Context: an optimization exercise on an open-source flow, tuned for small area, a short achievable clock period and few clock cycles. The choices shown serve that exercise and are no tape-out recipe.
The RTL was checked by simulation tests, not by an equivalence proof against the original design.

==> module bridgeAo3, before the edit <==
module bridgeAo3 (
    input  wire  a0,
    input  wire  a1,
    input  wire  b0,
    input  wire  b1,
    input  wire  b2,
    input  wire  c0,
    input  wire  c1,
    output logic y
);
    logic na;
    logic nb;
    logic nc;
    bridgeNand2 uNa (.a(a0), .b(a1), .y(na));
    bridgeNand3 uNb (.a(b0), .b(b1), .c(b2), .y(nb));
    bridgeNand2 uNc (.a(c0), .b(c1), .y(nc));
    bridgeNand3 uY  (.a(na), .b(nb), .c(nc), .y(y));
endmodule
==> module axiToAhbBridge, before the edit <==
module axiToAhbBridge (
    input  wire         ACLK,
    input  wire         rst,
    input  wire         awValid,
    output logic        awReady,
    input  wire  [3:0]  awId,
    input  wire  [31:0] awAddr,
    input  wire  [3:0]  awLen,
    input  wire  [2:0]  awSize,
    input  wire         wValid,
    output logic        wReady,
    input  wire  [31:0] wData,
    input  wire         wLast,
    output logic        bValid,
    input  wire         bReady,
    output logic [3:0]  bId,
    output logic [1:0]  bResp,
    input  wire         arValid,
    output logic        arReady,
    input  wire  [3:0]  arId,
    input  wire  [31:0] arAddr,
    input  wire  [3:0]  arLen,
    input  wire  [2:0]  arSize,
    output logic        rValid,
    input  wire         rReady,
    output logic [3:0]  rId,
    output logic [31:0] rData,
    output logic [1:0]  rResp,
    output logic        rLast,
    output logic [31:0] hAddr,
    output logic        hWrite,
    output logic [2:0]  hSize,
    output logic [1:0]  hTrans,
    output logic [31:0] hWData,
    input  wire  [31:0] hRData,
    input  wire         hReady,
    input  wire         hResp
);
    logic [31:0] addr;       
    logic [3:0]  cnt;        
    logic [1:0]  size;
    logic [3:0]  id;
    logic        wr;         
    logic        err;        
    logic [31:0] data;       
    logic        idle;       
    logic        wsel;       
    logic        busy;       
    logic        rSel;       
    logic        wDpL;       
    logic        wIss;       
    logic        rIss;       
    logic        ap;         
    logic        dp;         
    logic        rp;         
    logic        wA;         
    logic        rA;         
    logic        rDp;        
    logic        rRp;        
    logic        wRp;        
    logic        ldW;
    logic        ldR;
    logic [31:0] cAddr;
    logic [1:0]  cSize;
    logic [3:0]  cCnt;
    logic        issue;
    logic        accept;
    logic        dpDone;
    logic        respValid;
    logic        respReady;
    logic        apN;
    logic        dpN;
    logic        rpN;
    logic        wrN;
    assign wA   = ap && wr;
    assign rA   = ap && !wr;
    assign rDp  = dp && !wr;
    assign rRp  = rp && !wr;
    assign wRp  = rp && wr;
    assign arReady = idle;
    assign awReady = wsel;
    assign ldR     = arValid && idle;
    assign ldW     = wsel;
    bridgeSel3 #(.Width(32)) uSelAddr (.d0(arAddr), .d1(awAddr), .d2(addr), .s0(idle), .s1(wsel), .s2(busy), .y(cAddr));
    bridgeSel3 #(.Width(2)) uSelSize (.d0(arSize[1:0]), .d1(awSize[1:0]), .d2(size), .s0(idle), .s1(wsel), .s2(busy), .y(cSize));
    assign cCnt  = ({4{idle}} & arLen) | ({4{wsel}} & awLen) | ({4{busy}} & cnt);
    assign issue  = (wIss && wValid) || (rIss && hReady && rReady) || ldR;
    assign accept = issue && hReady;
    assign dpDone = dp && hReady;
    logic hTransNs;
    bridgeAo3 uHTrans (.a0(wIss), .a1(wValid), .b0(rIss), .b1(hReady), .b2(rReady), .c0(idle), .c1(arValid), .y(hTransNs));
    assign hTrans = {hTransNs, 1'b0};
    assign hAddr  = cAddr;
    assign hWrite = wsel || (!idle && wr);
    assign hSize  = {1'b0, cSize};
    assign hWData = data;
    logic wrTake;
    assign wrTake = wIss && hReady;
    bridgeAnd2 uWReady (.a(wIss), .b(hReady), .y(wReady));
    logic bVal;
    assign bVal = wRp || (wDpL && hReady);
    bridgeAo21 uBValid (.a(wRp), .b0(wDpL), .b1(hReady), .y(bValid));
    assign bId    = id;
    assign bResp  = {err || (dp && hResp), 1'b0};
    logic rVal;
    assign rVal = rRp || (rDp && hReady);
    bridgeAo21 uRValid (.a(rRp), .b0(rDp), .b1(hReady), .y(rValid));
    assign rId    = id;
    assign rData  = rSel ? data : hRData;
    assign rResp  = {rp ? err : hResp, 1'b0};
    assign rLast  = !ap;
    logic [11:0] incAddr;
    logic [3:0]  decCnt;
    logic [2:0] incLow;
    assign incLow  = {1'b0, cAddr[1:0]} + {1'b0, cSize == 2'd1, cSize == 2'd0};
    assign incAddr = {cAddr[11:2] + {9'd0, incLow[2] || (cSize == 2'd2)}, incLow[1:0]};
    assign decCnt  = cCnt - 4'd1;
    assign respValid = bVal || rVal;
    assign respReady = wr ? bReady : rReady;
    assign wrN = wsel || (!idle && wr);
    assign apN = (ap || ldR || wsel) && !(accept && (cCnt == 4'd0));
    assign dpN = accept || (dp && !hReady);
    assign rpN = respValid && !respReady;
    always_ff @(posedge ACLK)
    begin
        if (rst)
        begin
            idle <= 1'b1;
            wsel <= 1'b0;
            busy <= 1'b0;
            rSel <= 1'b0;
            wDpL <= 1'b0;
            wIss <= 1'b0;
            rIss <= 1'b0;
            ap   <= 1'b0;
            dp   <= 1'b0;
            rp   <= 1'b0;
        end
        else
        begin
            idle <= !(apN || dpN || rpN) && !(idle && awValid && !arValid);
            wsel <= idle && awValid && !arValid;
            busy <= apN || dpN || rpN;
            rSel <= rpN || wrN;
            wDpL <= dpN && wrN && !apN;
            wIss <= (apN && wrN) || (idle && awValid && !arValid);
            rIss <= apN && !wrN;
            ap   <= apN;
            dp   <= dpN;
            rp   <= rpN;
        end
    end
    always_ff @(posedge ACLK)
    begin
        data <= wrTake ? wData : rData;
    end
    always_ff @(posedge ACLK)
    begin
        addr[31:12] <= cAddr[31:12];
        addr[11:0]  <= accept ? incAddr : cAddr[11:0];
        cnt         <= accept ? decCnt : cCnt;
        size        <= cSize;
        wr <= wrN;
        if (idle || wsel)
            id <= wsel ? awId : arId;
        err <= !(idle || wsel) && (wr ? bResp[1] : rResp[1]);
    end
endmodule
==> flow/config.mk <==
export PLATFORM = sky130hd
export DESIGN_NAME = axiToAhbBridge
export DESIGN_NICKNAME = axiToAhbBridge
export VERILOG_FILES = /design/flow/design.v
export SDC_FILE = /design/flow/constraint.sdc
export NUM_CORES = 4
export LEC_CHECK = 0
export CAP_MARGIN = 20
export CORE_MARGIN = 2
export CORE_UTILIZATION = 55
export PLACE_DENSITY = 0.7
export SETUP_SLACK_MARGIN = 2.72
export SLEW_MARGIN = 20
export SYNTH_HIERARCHICAL = 1
export SYNTH_MINIMUM_KEEP_SIZE = 0
==> flow/constraint.sdc <==
create_clock -name core_clock -period 5.5 [get_ports {ACLK}]
set_input_delay 1.1000 -clock core_clock [delete_from_list [all_inputs] [get_ports {ACLK}]]
set_output_delay 1.1000 -clock core_clock [all_outputs]
set_load 0.01 [all_outputs]
standard.sh (not shown) runs the stock make flow with config.mk's settings and CLKGATE_MAP_FILE= SYNTH_SCRIPT=/design/flow/synth_recipe.tcl, a recipe that flattens the netlist after the stock synthesis.
==> flow/flow/run.sh <==
#!/bin/bash
set -euo pipefail
export BUFFER_PORTS_ARGS="-buffer_cell sky130_fd_sc_hd__buf_1"
export CTS_ARGS="-sink_clustering_enable -repair_clock_nets -dont_use_dummy_load -buf_list sky130_fd_sc_hd__clkbuf_8 -root_buf sky130_fd_sc_hd__clkbuf_8"
if ! bash standard.sh finish > make_finish.log 2>&1; then
  tail -50 make_finish.log
  exit 1
fi
Testbench counts at the start, summed over its fixed seeds: cycles 19,428.
Change:
--- a/flow/design.v
+++ b/flow/design.v
@@ -72,20 +72,21 @@
     input  wire  a1,
     input  wire  b0,
     input  wire  b1,
     input  wire  b2,
     input  wire  c0,
     input  wire  c1,
+    input  wire  c2,
     output logic y
 );
     logic na;
     logic nb;
     logic nc;
     bridgeNand2 uNa (.a(a0), .b(a1), .y(na));
     bridgeNand3 uNb (.a(b0), .b(b1), .c(b2), .y(nb));
-    bridgeNand2 uNc (.a(c0), .b(c1), .y(nc));
+    bridgeNand3 uNc (.a(c0), .b(c1), .c(c2), .y(nc));
     bridgeNand3 uY  (.a(na), .b(nb), .c(nc), .y(y));
 endmodule
 module bridgeSel3 #(
     parameter int Width = 1
 ) (
     input  wire  [Width-1:0] d0,
@@ -186,24 +187,25 @@
     logic        wrN;
     assign wA   = ap && wr;
     assign rA   = ap && !wr;
     assign rDp  = dp && !wr;
     assign rRp  = rp && !wr;
     assign wRp  = rp && wr;
-    assign arReady = idle;
+    assign arReady = idle && !awValid;
     assign awReady = wsel;
-    assign ldR     = arValid && idle;
+    assign ldR     = arValid && arReady;
     assign ldW     = wsel;
     bridgeSel3 #(.Width(32)) uSelAddr (.d0(arAddr), .d1(awAddr), .d2(addr), .s0(idle), .s1(wsel), .s2(busy), .y(cAddr));
     bridgeSel3 #(.Width(2)) uSelSize (.d0(arSize[1:0]), .d1(awSize[1:0]), .d2(size), .s0(idle), .s1(wsel), .s2(busy), .y(cSize));
     assign cCnt  = ({4{idle}} & arLen) | ({4{wsel}} & awLen) | ({4{busy}} & cnt);
     assign issue  = (wIss && wValid) || (rIss && hReady && rReady) || ldR;
     assign accept = issue && hReady;
     assign dpDone = dp && hReady;
     logic hTransNs;
-    bridgeAo3 uHTrans (.a0(wIss), .a1(wValid), .b0(rIss), .b1(hReady), .b2(rReady), .c0(idle), .c1(arValid), .y(hTransNs));
+    bridgeAo3 uHTrans (.a0(wIss), .a1(wValid), .b0(rIss), .b1(hReady), .b2(rReady), .c0(idle), .c1(arValid), .c2(!awValid),
+                       .y(hTransNs));
     assign hTrans = {hTransNs, 1'b0};
     assign hAddr  = cAddr;
     assign hWrite = wsel || (!idle && wr);
     assign hSize  = {1'b0, cSize};
     assign hWData = data;
     logic wrTake;
@@ -247,18 +249,18 @@
             ap   <= 1'b0;
             dp   <= 1'b0;
             rp   <= 1'b0;
         end
         else
         begin
-            idle <= !(apN || dpN || rpN) && !(idle && awValid && !arValid);
-            wsel <= idle && awValid && !arValid;
+            idle <= !(apN || dpN || rpN) && !(idle && awValid);
+            wsel <= idle && awValid;
             busy <= apN || dpN || rpN;
             rSel <= rpN || wrN;
             wDpL <= dpN && wrN && !apN;
-            wIss <= (apN && wrN) || (idle && awValid && !arValid);
+            wIss <= (apN && wrN) || (idle && awValid);
             rIss <= apN && !wrN;
             ap   <= apN;
             dp   <= dpN;
             rp   <= rpN;
         end
     end
Result: Global-route usage grows by 0.33 points; worst setup slack degrades by 0.023 ns; flip-flop and latch count stays the same; die area stays the same; worst hold slack is about the same.
Testbench counts after the change, summed over its fixed seeds: cycles 19,428.

-- static timing again, ports no longer ideal --
In the flow no input, the clock included, has a driving cell. The finished layouts below were timed again as built, in two steps.
Step 1: set_driving_cell puts a clkbuf_16 on ACLK and a buf_2 on each other input, an assumption about the parent block.
Step 2 times the ports against the registers' clock, not the clock port: input delays grow and output delays shrink by t, the midpoint of the rising clock arrivals with the driver on.
Three values: no drivers, after step 1, after step 2; two values: the first two.
run	t (ns)	slack for setup (ns)	worst setup path at the end	worst data-port slew with drivers (ns)
the first run	0.368	2.782 / 2.737 / 2.598	input to register	0.08
the second run	0.361	2.760 / 2.727 / 2.446	input to register	0.06
After both steps setup and hold are still met in every run listed. The setup slack of the second run, which loses most, moves by -0.033 ns with the drivers and by -0.314 ns with both steps.
